Source: an optimization exercise on an open RTL-to-GDS flow (aim: small area, a short achievable clock period and few clock cycles). Production flows keep margins and buffers that such runs may drop. Function was checked by simulation only, so behaviour that the tests miss may differ from the original.

==> inputs of tundra <==
// array_list_engine
module array_list_engine
#(
    parameter int CAPACITY = ale_pkg::DEF_CAPACITY
)
(
    input  logic                                clk,
    input  logic                                rst_n,
    input  logic                                req_valid,
    output logic                                req_ready,
    input  logic [ale_pkg::OP_W-1:0]            req_op,
    input  logic signed [ale_pkg::VALUE_W-1:0]  req_value,
    input  logic [ale_pkg::POS_W-1:0]           req_position_in,
    output logic                                rsp_valid,
    input  logic                                rsp_ready,
    output logic                                rsp_ok,
    output logic [ale_pkg::POS_W-1:0]           rsp_position_out,
    output logic [ale_pkg::COUNT_W-1:0]         rsp_count_out
);
    localparam int N  = CAPACITY;
    localparam int VW = ale_pkg::VALUE_W;
    localparam int PW = ale_pkg::POS_W;
    localparam int CW = ale_pkg::COUNT_W;
    localparam int RW = 1 + PW + CW;
    logic                     a_v;
    logic [ale_pkg::OP_W-1:0] a_op;
    logic [VW-1:0]            a_val;
    logic [PW-1:0]            a_pin;
    logic                     r_v;
    logic [ale_pkg::OP_W-1:0] r_op;
    logic [VW-1:0]            r_val;       
    logic [PW-1:0]            r_pin;
    logic [N-1:0]             mt;
    logic                     c_v;
    logic                     c_ok;
    logic                     c_pv;        
    logic [CW-1:0]            c_cnt;
    logic [N-1:0]             c_pmn;
    logic                     o0_v;
    logic                     o1_v;
    logic [RW-1:0]            o0;
    logic [RW-1:0]            o1;
    logic                     full3;
    logic                     exec;
    logic                     adv;
    logic                     take;
    logic                     pop;
    logic                     c_go;
    logic                     a_v_next;
    logic                     r_v_next;
    logic                     c_v_next;
  ...
Settings: LEC_CHECK=0, CAP_MARGIN=20, CORE_MARGIN=2, CORE_UTILIZATION=50, SETUP_SLACK_MARGIN=3.0, SLEW_MARGIN=20, SYNTH_HIERARCHICAL=1, SYNTH_MINIMUM_KEEP_SIZE=0; clock period 6.0 ns.
run.sh (not shown) runs the stock make flow with config.mk's settings and CLKGATE_MAP_FILE= SYNTH_SCRIPT=/design/flow/synth_recipe.tcl, a recipe that flattens the netlist after the stock synthesis.
==> inputs of zinc, as changes to tundra <==
--- a/flow/design.v
+++ b/flow/design.v
@@ -146,51 +146,12 @@
             ale_g_andn u_g (.a(pmn[(2*m + 1)*(1 << k) - 1]), .b(pmn[(2*m + 2)*(1 << k) - 1]),
                             .y(term[m]));
         end
         ale_ortree #(.LOG(LOG - 1 - k)) u_or (.x(term), .y(pos[k]));
     end
 endmodule
-module ale_g_o21ai (input logic a1, input logic a2, input logic b1, output logic y);
-    assign y = !((a1 || a2) && b1);
-endmodule
-module ale_g_lmux (input logic s1n, input logic s2n, input logic a, input logic b,
-                   output logic y);
-    assign y = (s1n || s2n) ? a : b;
-endmodule
-module ale_g_xnor2 (input logic a, input logic b, output logic y);
-    assign y = !(a ^ b);
-endmodule
-module ale_g_nand4 (input logic a, input logic b, input logic c, input logic d,
-                    output logic y);
-    assign y = !(a && b && c && d);
-endmodule
-module ale_g_nand3 (input logic a, input logic b, input logic c, output logic y);
-    assign y = !(a && b && c);
-endmodule
-module ale_eq32 (input logic [31:0] a, input logic [31:0] b, input logic v,
-                 output logic m);
-    logic [31:0] x;
-    logic [7:0]  n4;
-    logic [3:0]  a8;
-    logic [1:0]  n16;
-    for (genvar k = 0; k < 32; k++)
-    begin : g_x
-        ale_g_xnor2 u_g (.a(a[k]), .b(b[k]), .y(x[k]));
-    end
-    for (genvar k = 0; k < 8; k++)
-    begin : g_n4
-        ale_g_nand4 u_g (.a(x[4*k]), .b(x[4*k+1]), .c(x[4*k+2]), .d(x[4*k+3]), .y(n4[k]));
-    end
-    for (genvar k = 0; k < 4; k++)
-    begin : g_a8
-        ale_g_nor2 u_g (.a(n4[2*k]), .b(n4[2*k+1]), .y(a8[k]));
-    end
-    ale_g_nand3 u_n16a (.a(a8[0]), .b(a8[1]), .c(v), .y(n16[0]));
-    ale_g_nand2 u_n16b (.a(a8[2]), .b(a8[3]), .y(n16[1]));
-    ale_g_nor2  u_m    (.a(n16[0]), .b(n16[1]), .y(m));
-endmodule
 `timescale 1ns / 1ps
 module array_list_engine
 #(
     parameter int CAPACITY = ale_pkg::DEF_CAPACITY
 )
 (
@@ -218,75 +179,62 @@
     logic [PW-1:0]            a_pin;
     logic                     r_v;
     logic [ale_pkg::OP_W-1:0] r_op;
     logic [VW-1:0]            r_val;       
     logic [PW-1:0]            r_pin;
     logic [N-1:0]             mt;
-    logic                     c_v;
-    logic                     c_ok;
-    logic                     c_pv;        
-    logic [CW-1:0]            c_cnt;
-    logic [N-1:0]             c_pmn;
     logic                     o0_v;
     logic                     o1_v;
     logic [RW-1:0]            o0;
     logic [RW-1:0]            o1;
-    logic                     full3;
     logic                     exec;
     logic                     adv;
     logic                     take;
     logic                     pop;
-    logic                     c_go;
     logic                     a_v_next;
     logic                     r_v_next;
-    logic                     c_v_next;
     logic                     o0_v_next;
     logic                     o1_v_next;
-    assign full3 = c_v && o0_v && o1_v;
-    assign exec  = r_v && !full3;
-    assign adv   = !r_v || !full3;
-    assign take  = req_valid && req_ready;
-    assign pop   = o0_v && rsp_ready;
-    assign c_go  = c_v && (!o1_v || pop);
+    assign exec = r_v && !o1_v;
+    assign adv  = !r_v || !o1_v;
+    assign take = req_valid && req_ready;
+    assign pop  = o0_v && rsp_ready;
     always_comb
     begin
         a_v_next  = req_ready ? req_valid : a_v;
         r_v_next  = adv ? a_v : r_v;
-        c_v_next  = exec || (c_v && !c_go);
         o0_v_next = o0_v;
         o1_v_next = o1_v;
         if (pop)
         begin
-            o0_v_next = o1_v || c_go;
-            o1_v_next = o1_v && c_go;
+            o0_v_next = o1_v || exec;
+            o1_v_next = 1'b0;
         end
-        else if (c_go)
+        else if (exec)
         begin
             o0_v_next = 1'b1;
             o1_v_next = o0_v;
         end
     end
     always_ff @(posedge clk or negedge rst_n)
     begin
         if (!rst_n)
         begin
             a_v       <= 1'b0;
             r_v       <= 1'b0;
-            c_v       <= 1'b0;
             o0_v      <= 1'b0;
             o1_v      <= 1'b0;
             req_ready <= 1'b1;
         end
         else
         begin
             a_v       <= a_v_next;
             r_v       <= r_v_next;
-            c_v       <= c_v_next;
             o0_v      <= o0_v_next;
             o1_v      <= o1_v_next;
-            req_ready <= !a_v_next || !r_v_next || !(c_v_next && o0_v_next && o1_v_next);
+            req_ready <= !a_v_next || !r_v_next || !o1_v_next;
         end
     end
     always_ff @(posedge clk)
     begin
         if (take)
         begin
@@ -318,53 +266,52 @@
     assign is_srch  = (r_op == ale_pkg::OP_SEARCH);
     assign is_sdel  = (r_op == ale_pkg::OP_SEARCH_DEL);
     assign full     = vld[N-1];
     assign empty    = !vld[0];
     assign pin_ok   = ({1'b0, r_pin} < cnt);
     logic [N-1:0]   pmn;
+    logic [N-1:0]   pm;
     logic           found;
+    logic [PW-1:0]  hit_pos;
     ale_prefix #(.LOG(PW)) u_prefix (.x(mt), .yn(pmn));
-    assign found = !pmn[N-1];
+    ale_enc    #(.LOG(PW)) u_enc    (.pmn(pmn), .pos(hit_pos));
+    assign pm    = ~pmn;
+    assign found = pm[N-1];
     logic [N-1:0]   ge;
     always_comb
     begin
         for (int i = 0; i < N; i++)
             ge[i] = (PW'(i) >= r_pin);
     end
     logic [N-1:0]   at_cnt;
     assign at_cnt = vld ^ {vld[N-2:0], 1'b1};
-    logic           do_app;
-    logic           do_dec;
-    logic           sdel_n;        
-    assign do_app = exec && is_app && !full;
-    assign do_dec = exec && ((is_dlast && !empty) || (is_dat && pin_ok) || (is_sdel && found));
-    assign sdel_n = !(exec && is_sdel);
-    logic [N-1:0]   sh_e;
-    logic [N-1:0]   we_n;
-    logic [N-1:0]   we;
+    logic [N-1:0]   shift;
     always_comb
     begin
         for (int i = 0; i < N; i++)
-        begin
-            sh_e[i] = exec && ((is_dat && ge[i])
-                               || (is_dlast && ((i == N - 1) || !vld[(i < N - 1) ? i + 1 : i])));
-            we_n[i] = !(sh_e[i] || (do_app && at_cnt[i]));
-        end
-    end
-    for (genvar i = 0; i < N; i++)
-    begin : g_we
-        ale_g_o21ai u_we (.a1(sdel_n), .a2(pmn[i]), .b1(we_n[i]), .y(we[i]));
+            shift[i] = exec && ((is_dat && ge[i])
+                                || (is_dlast && ((i == N - 1) || !vld[(i < N - 1) ? i + 1 : i]))
+                                || (is_sdel && pm[i]));
     end
+    logic           do_app;
+    logic           do_dec;
+    logic           res_ok;
+    logic [PW-1:0]  res_pos;
+    assign do_app  = exec && is_app && !full;
+    assign do_dec  = exec && ((is_dlast && !empty) || (is_dat && pin_ok) || (is_sdel && found));
+    assign res_ok  = (is_app && !full) || (is_dlast && !empty) || (is_dat && pin_ok)
+                     || ((is_srch || is_sdel) && found);
+    assign res_pos = (is_srch || is_sdel) ? hit_pos : '0;
     always_ff @(posedge clk)
     begin
         for (int i = 0; i < N - 1; i++)
         begin
-            if (we[i])
-                ent[i] <= (ent[i + 1] & {VW{!at_cnt[i]}}) | r_val;
+            if ((do_app && at_cnt[i]) || shift[i])
+                ent[i] <= (ent[i + 1] & {VW{!is_app}}) | r_val;
         end
-        if (we[N-1])
+        if (do_app && at_cnt[N-1])
             ent[N-1] <= r_val;
     end
     logic [CW-1:0]  cnt_next;
     always_comb
     begin
         cnt_next = cnt;
@@ -382,75 +329,57 @@
         end
         else
         begin
             cnt <= cnt_next;
             for (int i = 0; i < N; i++)
             begin
-                if (we[i])
-                    vld[i] <= do_app || ((i < N - 1) && vld[(i < N - 1) ? i + 1 : i]);
+                if (do_app && at_cnt[i])
+                    vld[i] <= 1'b1;
+                else if (shift[i])
+                    vld[i] <= (i < N - 1) ? vld[(i < N - 1) ? i + 1 : i] : 1'b0;
             end
         end
     end
-    always_ff @(posedge clk)
-    begin
-        if (exec)
-        begin
-            c_ok  <= (is_app && !full) || (is_dlast && !empty) || (is_dat && pin_ok)
-                     || ((is_srch || is_sdel) && found);
-            c_pv  <= (is_srch || is_sdel) && found;
-            c_cnt <= cnt_next;
-            c_pmn <= pmn;
-        end
-    end
     logic [N:0]     raw;
     logic           eqv;
-    logic [N-1:0]   mt_base;
     logic [N-1:0]   mt_next;
-    for (genvar i = 0; i < N; i++)
-    begin : g_eq
-        ale_eq32 u_eq (.a(ent[i]), .b(a_val), .v(vld[i]), .m(raw[i]));
+    always_comb
+    begin
+        for (int i = 0; i < N; i++)
+            raw[i] = vld[i] && (ent[i] == a_val);
+        raw[N] = 1'b0;
     end
-    assign raw[N] = 1'b0;
     assign eqv = (r_val == a_val);    
     always_comb
     begin
         for (int i = 0; i < N; i++)
-            mt_base[i] = sh_e[i] ? raw[i + 1] : ((do_app && at_cnt[i]) ? eqv : raw[i]);
-    end
-    for (genvar i = 0; i < N; i++)
-    begin : g_mt
-        ale_g_lmux u_mt (.s1n(sdel_n), .s2n(pmn[i]), .a(mt_base[i]), .b(raw[i + 1]),
-                         .y(mt_next[i]));
+            mt_next[i] = shift[i] ? raw[i + 1] : ((do_app && at_cnt[i]) ? eqv : raw[i]);
     end
     always_ff @(posedge clk)
     begin
         if (adv)
             mt <= mt_next;
     end
-    logic [PW-1:0]  c_pos;
     logic [RW-1:0]  res;
-    ale_enc #(.LOG(PW)) u_enc (.pmn(c_pmn), .pos(c_pos));
-    assign res = {c_ok, c_pv ? c_pos : PW'(0), c_cnt};
-    always_ff @(posedge clk or negedge rst_n)
+    assign res = {res_ok, res_pos, cnt_next};
+    always_ff @(posedge clk)
     begin
-        if (!rst_n)
-            o0 <= '0;
-        else if (pop)
+        if (pop)
         begin
             if (o1_v)
                 o0 <= o1;
             else
                 o0 <= res;
         end
-        else if (c_go && !o0_v)
-            o0 <= res;
-    end
-    always_ff @(posedge clk)
-    begin
-        if (c_go && (pop ? o1_v : o0_v))
-            o1 <= res;
+        else if (exec)
+        begin
+            if (o0_v)
+                o1 <= res;
+            else
+                o0 <= res;
+        end
     end
     assign rsp_valid        = o0_v;
     assign rsp_ok           = o0[RW-1];
     assign rsp_position_out = o0[RW-2 -: PW];
     assign rsp_count_out    = o0[CW-1:0];
 endmodule
- CORE_UTILIZATION: 50 -> 40
==> inputs of indigo, as changes to tundra <==
--- a/flow/design.v
+++ b/flow/design.v
@@ -217,12 +217,14 @@
     logic [VW-1:0]            a_val;
     logic [PW-1:0]            a_pin;
     logic                     r_v;
     logic [ale_pkg::OP_W-1:0] r_op;
     logic [VW-1:0]            r_val;       
     logic [PW-1:0]            r_pin;
+    logic [N-1:0]             r_dat;       
+    logic [N-1:0]             a_dat;
     logic [N-1:0]             mt;
     logic                     c_v;
     logic                     c_ok;
     logic                     c_pv;        
     logic [CW-1:0]            c_cnt;
     logic [N-1:0]             c_pmn;
@@ -296,14 +298,20 @@
         end
         if (adv)
         begin
             r_op  <= a_op;
             r_val <= (a_op == ale_pkg::OP_APPEND) ? a_val : '0;
             r_pin <= a_pin;
+            r_dat <= a_dat;
         end
     end
+    always_comb
+    begin
+        for (int i = 0; i < N; i++)
+            a_dat[i] = (a_op == ale_pkg::OP_DEL_AT) && (PW'(i) >= a_pin);
+    end
     logic [VW-1:0]  ent [N];
     logic [N-1:0]   vld;           
     logic [CW-1:0]  cnt;
     logic           is_app;
     logic           is_dlast;
     logic           is_dat;
@@ -321,18 +329,12 @@
     assign empty    = !vld[0];
     assign pin_ok   = ({1'b0, r_pin} < cnt);
     logic [N-1:0]   pmn;
     logic           found;
     ale_prefix #(.LOG(PW)) u_prefix (.x(mt), .yn(pmn));
     assign found = !pmn[N-1];
-    logic [N-1:0]   ge;
-    always_comb
-    begin
-        for (int i = 0; i < N; i++)
-            ge[i] = (PW'(i) >= r_pin);
-    end
     logic [N-1:0]   at_cnt;
     assign at_cnt = vld ^ {vld[N-2:0], 1'b1};
     logic           do_app;
     logic           do_dec;
     logic           sdel_n;        
     assign do_app = exec && is_app && !full;
@@ -342,30 +344,37 @@
     logic [N-1:0]   we_n;
     logic [N-1:0]   we;
     always_comb
     begin
         for (int i = 0; i < N; i++)
         begin
-            sh_e[i] = exec && ((is_dat && ge[i])
+            sh_e[i] = exec && (r_dat[i]
                                || (is_dlast && ((i == N - 1) || !vld[(i < N - 1) ? i + 1 : i])));
             we_n[i] = !(sh_e[i] || (do_app && at_cnt[i]));
         end
     end
+    logic [N-1:0]   we2;
     for (genvar i = 0; i < N; i++)
     begin : g_we
-        ale_g_o21ai u_we (.a1(sdel_n), .a2(pmn[i]), .b1(we_n[i]), .y(we[i]));
+        ale_g_o21ai u_we  (.a1(sdel_n), .a2(pmn[i]), .b1(we_n[i]), .y(we[i]));
+        ale_g_o21ai u_we2 (.a1(sdel_n), .a2(pmn[i]), .b1(we_n[i]), .y(we2[i]));
     end
+    localparam int HW = VW / 2;
     always_ff @(posedge clk)
     begin
         for (int i = 0; i < N - 1; i++)
         begin
             if (we[i])
-                ent[i] <= (ent[i + 1] & {VW{!at_cnt[i]}}) | r_val;
+                ent[i][HW-1:0] <= (ent[i + 1][HW-1:0] & {HW{!at_cnt[i]}}) | r_val[HW-1:0];
+            if (we2[i])
+                ent[i][VW-1:HW] <= (ent[i + 1][VW-1:HW] & {(VW-HW){!at_cnt[i]}}) | r_val[VW-1:HW];
         end
         if (we[N-1])
-            ent[N-1] <= r_val;
+            ent[N-1][HW-1:0] <= r_val[HW-1:0];
+        if (we2[N-1])
+            ent[N-1][VW-1:HW] <= r_val[VW-1:HW];
     end
     logic [CW-1:0]  cnt_next;
     always_comb
     begin
         cnt_next = cnt;
         if (do_app)
- CORE_UTILIZATION: 50 -> 55
- CTS_CLUSTER_DIAMETER: not set -> 80
- CTS_CLUSTER_SIZE: not set -> 20
- SETUP_SLACK_MARGIN: 3.0 -> 3.2
==> flow_metrics.py <==
metrics = {
    "outcome": {
        "outcome": "finished clean",
    },
    "synth": {
        "synth_xor_area_share_pct": 15.71,
        "synth_common_cells": "edfxtp_1, xnor2_1, a21o_1",
        "yosys-mux-area-fraction_pct": 0.8815,
    },
    "sta": {
        "setup_ws_ns": 2.833,
    },
    "setup_path": {
        "crit_family": "simple AND/OR/NAND/NOR gates",
        "critPathArrivalTime_ns": 3.91,
    },
}
Source of the figures above: tundra

==> flow_metrics.py <==
metrics = {
    "synth": {
        "synth_common_cells": "edfxtp_1, a21o_1, xor2_1",
        "yosys-mux-area-fraction_pct": 0.8293,
        "synth_xor_area_share_pct": 15.83,
    },
    "setup_path": {
        "crit_family": "buffers and inverters",
        "critPathArrivalTime_ns": 4.14,
    },
    "outcome": {
        "outcome": "finished clean",
    },
    "sta": {
        "min_period_ns": 3.311,
        "setup_ws_ns": 2.689,
    },
}
Source of the figures above: zinc

==> flow_metrics.py <==
metrics = {
    "outcome": {
        "outcome": "complete, but fails checks",
        "check.faults": "max-slew violations",
    },
    "synth": {
        "synth_xor_area_share_pct": 15.46,
    },
    "sta": {
        "maxSlewViolCount": 23,
    },
    "setup_path": {
        "crit_family": "buffers and inverters",
    },
}
Source of the figures above: indigo

Testbench counts of tundra, summed over its fixed seeds: cycles 4,832.
Testbench counts of zinc, summed over its fixed seeds: cycles 4,824.
Testbench counts of indigo, summed over its fixed seeds: cycles 4,832.

-- re-timing with driven ports --
How much do the figures lean on ideal ports? The routed layouts below were timed once more, with nothing changed but the port constraints. Step 1 (the two cells are an assumption about what drives the block):
set clk [get_ports {clk}]
set_driving_cell -lib_cell sky130_fd_sc_hd__clkbuf_16 $clk
set_driving_cell -lib_cell sky130_fd_sc_hd__buf_2 [delete_from_list [all_inputs] $clk]
Step 2, shift: input delay + t, output delay - t, t = (earliest + latest rising clock arrival at the registers) / 2. This alone moves slack from input paths to output paths. a / b / c = ideal ports / drivers / drivers and shift; a / b = the first two.
| run | t, ns | setup slack, ns | hold slack, ns | worst slew at a driven data input, ns |
|---|---|---|---|---|
| tundra | 1.211 | 2.833 / 2.833 / 2.317 | 0.080 / 0.088 / 0.435 | 0.18 |
| zinc | 1.187 | 2.689 / 2.689 / 2.251 | 0.037 / -0.030 / 0.426 | 0.06 |
| indigo | 1.131 | 2.981 / 2.973 / 2.928 | 0.158 / 0.073 / 0.476 | 0.20 |
For tundra, which loses most, drivers alone change the setup slack by 0.000 ns; drivers and shift together by -0.516 ns.
